What follows belongs to an exercise in optimizing a design on an open flow for small area; a production flow would make more cautious choices. The RTL was checked by simulation tests, not by an equivalence proof against the original design. Power and IR drop assume default switching activity.

--- design/flow/config.mk ---
export PLATFORM = sky130hd
export DESIGN_NAME = register_file
export DESIGN_NICKNAME = register_file
export VERILOG_FILES = /design/flow/design.v
export SDC_FILE = /design/flow/constraint.sdc
export NUM_CORES = 4
export LEC_CHECK = 0
export CAP_MARGIN = 20
export CORE_MARGIN = 2
export CORE_UTILIZATION = 30
export SLEW_MARGIN = 20
--- design/flow/constraint.sdc ---
create_clock -name core_clock -period 7.0 [get_ports {clk}]
set_input_delay 1.4000 -clock core_clock [delete_from_list [all_inputs] [get_ports {clk}]]
set_output_delay 1.4000 -clock core_clock [all_outputs]
set_load 0.01 [all_outputs]
--- design/flow/design.v ---
module register_file #(
    parameter int DATA_W = 32,
    parameter int ADDR_W = 5
) (
    input  logic              clk,
    input  logic              rst,
    input  logic              WE3,
    input  logic [ADDR_W-1:0] A1,
    input  logic [ADDR_W-1:0] A2,
    input  logic [ADDR_W-1:0] A3,
    input  logic [DATA_W-1:0] WD3,
    output logic [DATA_W-1:0] RD1,
    output logic [DATA_W-1:0] RD2
);
    localparam int NREG = 1 << ADDR_W;
    logic [DATA_W-1:0] regs_reg [NREG];
    logic [NREG-1:0]   wr_en;
    logic [DATA_W-1:0] rd1_next;
    logic [DATA_W-1:0] rd2_next;
    genvar gi;
    generate
        for (gi = 0; gi < NREG; gi++) begin : g_wr_dec
            if (gi == 0) begin : g_x0
                assign wr_en[gi] = 1'b0;
            end else begin : g_xn
                assign wr_en[gi] = WE3 && (A3 == ADDR_W'(gi));
            end
        end
    endgenerate
    always_ff @(posedge clk or posedge rst) begin
        if (rst) begin
            for (int i = 0; i < NREG; i++) begin
                regs_reg[i] <= '0;
            end
        end else begin
            for (int i = 0; i < NREG; i++) begin
                if (wr_en[i]) begin
                    regs_reg[i] <= WD3;
                end
            end
        end
    end
    always_comb begin
        rd1_next = '0;
        rd2_next = '0;
        if (!rst) begin
            if (A1 != '0) rd1_next = regs_reg[A1];
            if (A2 != '0) rd2_next = regs_reg[A2];
        end
    end
    assign RD1 = rd1_next;
    assign RD2 = rd2_next;
endmodule
--- design/flow/run.sh ---
#!/bin/bash
# synth_recipe.tcl (not shown) runs the flow's synth.tcl, then flattens the netlist and writes it again
# the make line also repeats each setting of config.mk as NAME=value (left out here)
make -C /OpenROAD-flow-scripts/flow DESIGN_CONFIG=/design/flow/config.mk WORK_HOME=/design/flow/orfs CLKGATE_MAP_FILE= SYNTH_SCRIPT=/design/flow/synth_recipe.tcl finish
==> flow_summary.yaml <==
yosys:
  synthCells: 4466
  synth_area_um2: 51900
  synth_top_family_by_area: "multiplexers"
  synth_fa_ha_area_frac: 0
  synthSimpleGateAreaFrac: 0.116
  synth_area_per_cell_um2: 11.6
  netlist.area_leader.share: 0.478
  synth_compound_area_frac: 0.113
  synth.most_common_cell: "mux2_2"
  synth-xor-area-share: 0
  synthFlopType: "dfrtp_1"
  synth_edf_count: 0
  synth_common_cells: "1041 x mux2_2, 992 x dfrtp_1, 359 x nand3_1, 348 x a22oi_1, 289 x clkbuf_1"
  netlist.top_cell.by_area: "dfrtp_1"
  synthMuxAreaShare: 0.253
  async_flop_share: 1.00
  yosys_warnings: 2
  syn-num-nets: 4516
  ys_seq_elements: 992
  yosysUniqueCellTypes: 69
  synthTopCellsByArea: "dfrtp_1 48%, mux2_2 23%, a22oi_1 5.0%"
  synth_seq_area_share: 0.478
sta:
  min_period_ns: 6.45
  max_freq_mhz: 155
  fin_crit_sh: 0.921
  maxSlewHeadroom: 0.0977
  setup_viol: 0
  drv_slew: 0
  hold_violations: 0
  tightestPinTransition_ns: 1.35
  whs_ns: 0.524
  rsz0062_at_grt: "false"
  fin_tns_setup_ns: 0
  skew_ns: 0
setup_path:
  worstSetupPathType: "input port to output pin"
  worst-path-max-fanout: 22
  worstRegToRegCells: 1
  arrival_ns: 5.05
  reg2reg_to: "regs_reg[2][26]"
  timing.rr.start: "regs_reg[2][26]"
  crit_path_end_kind: "output pin"
  r2r_slack_ns: 6.08
  required_ns: 5.60
  critPathLaunch: "A2[3]"
  endpoint: "RD2[8]"
  start_kind: "input port"
worst_hold_path:
  hold_class: "flip-flop to flip-flop"
  hp-start: "regs_reg[24][11]"
  hold_depth: 1
detailed_routing:
  viasPerCell: 6.75
  wire_per_inst_um: 38.7
  wl_um: 267000
  antenna_left: 0
  first_pass_iters: 10
  drc: 0
  drt_iter0_markers: 9137
  via_count: 46600
global_routing:
  grt_start_max_net_pins: 175
  grt_antenna_before_repair: 29
  grt.total_usage: 0.294
  grt_pass1_wl_um: 363000
  overflow: 0
  grt_pass1_vias: 44000
die:
  die_x_um: 420
  start_util: 0.302
  design.portCount: 114
  dieArea_um2: 176000
  coreArea_um2: 172000
  fp.dieH_um: 420
  rows: 152
power:
  switching_share: 0.301
  vdd_drop_max_v: 0.000217
  p_per_area_nw_per_um2: 276
  intPower_mw: 11.6
  power_frac_comb: 0.160
  clkPwrFrac: 0.361
  p_switching_mw: 5.00
  seq_power_share: 0.479
  leakagePower_nw: 25.9
cts:
  numCtsBuffers: 110
  cts.sinks: 992
  hold_buffers: 0
  post_cts_resized: 0
  clock_latency_ns: 0.75
  clk_path_buf_depth: 3
  htree_levels: 3
  clkSlewWorstSetupHoldPaths_ns: 0.06
  post-cts-setup-buffers: 0
  cts_tree: "done"
  root_buffer: "clkbuf_16"
cells_and_area:
  nFillCells: 16800
  layout-drive-gt1-share: 0.351
  nets: 4518
  largest_reg_flops: 992
  synthToLayoutAreaGrowth_pct: 16.2
status:
  outcome: "timing/DRC/antenna clean"
place:
  gp_congestion: 1.01
  dp_hpwl_um: 164000
  portBuffers: 113
run:
  max_cap_viol_count: 0
## cells by family (layout without fill, tap and decap cells)
| family | after synthesis | in the layout |
|---|---|---|
| AO/OA/AOI/OAI | 752 | 752 |
| buffers and inverters | 482 | 575 |
| flip-flops | 992 | 992 |
| multiplexers | 1182 | 1182 |
| other | 0 | 32 |
| AND/OR/NAND/NOR | 1058 | 1058 |
## power groups by stage
stage	clock network, mW	logic (mW)	registers (mW)
3_5_place_dp	0	2.59	7.98
6_report	5.99	2.66	7.97
4_1_cts	6.02	2.60	7.89
5_1_grt	6.25	2.79	8.04
3_3_place_gp	0	2.53	7.95
2_1_floorplan	0	1.79	7.56
## worst min-delay path by stage
stage | to
detailed placement | regs_reg[24][11]
global route | regs_reg[24][1]
finish | regs_reg[24][11]
CTS | regs_reg[24][11]
global placement | regs_reg[12][1]
floorplan | regs_reg[13][9]
## area by class of cell
class,count,area (um2),share of cell area
diodes,32,80.1,0.00133
clock buffers,158,3130,0.0520
clock inverters,45,507,0.00840
inverters,7,30.0,0.000498
multi-input cells,2992,25600,0.424
flip-flops and latches,992,24800,0.412
well taps,2310,2890,0.0479
repair buffers,365,3260,0.0541
## placed cells by master, fill, tap and decap left out, types with 27 or more instances in the layout
cell             synthesis  layout
a21oi_1                 28      27
nand2_1                 41      31
nor2_1                  91      54
nor2_4                   0      30
o22ai_1                 43      43
clkdlybuf4s50_1          0      99
clkbuf_1               289      29
a22o_1                  50      50
a2111oi_0               64      64
mux2_2                1041    1041
a222oi_1                29      29
nand3_1                359     359
nand4_1                168     168
buf_4                    5     228
clkbuf_16                0     111
o31a_1                  38      38
diode_2                  0      32
a22oi_1                348     348
mux2i_1                140     140
and3_1                 209     207
dfrtp_1                992     992
## metal layers
layer | wire length, um | GRT usage
met5 | 79 | 0
met4 | 25000 | 0.233
met3 | 36700 | 0.109
met2 | 110000 | 0.417
met1 | 94800 | 0.359
## through the flow
stage	total power, mW	cells	setup WS (ns)	instance area (um2)	util
after floorplan	9.35	4466	-11.78	51900	-
after global placement	10.5	6665	0.755	56600	0.329
after detailed placement	10.6	6665	0.723	56600	0.329
after CTS	16.5	6868	0.725	60200	0.351
after global routing	17.1	6874	0.663	60200	0.351
final	16.6	6901	0.550	60300	0.351
## critical path: stages
cell and delay, ns:
buf_2 0.21, buf_4 0.27, nor3_1 1.04, nand2_1 0.18, nand2_2 0.75, buf_4 0.33
a31oi_1 0.13, buf_4 0.21, clkdlybuf4s50_1 0.46

[static timing again, ports no longer ideal]
The flow's constraints put no driver on any port. The routed layout listed below was extracted and timed again, unchanged, in two steps. Step 1: set_driving_cell puts a clkbuf_16 on clk and a buf_2 on each other input, an assumption about the parent block. Step 2 moves the port delays by t, midway between the first and last clock arrival at a register: inputs arrive t later, outputs are due t later. That takes back most of the time a late clock gives input paths. Three values: no drivers, after step 1, after step 2; two values: the first two.
t, ns: 0.824
slack for setup (ns): 0.550 / 0.488 / 0.488
latest minus earliest clock arrival (ns): 0.049 / 0.049
cell pins on the clock port's net: 1
After both steps setup and hold are still met in this run. For this run, drivers alone change the setup slack by -0.062 ns; drivers and shift together by -0.062 ns.
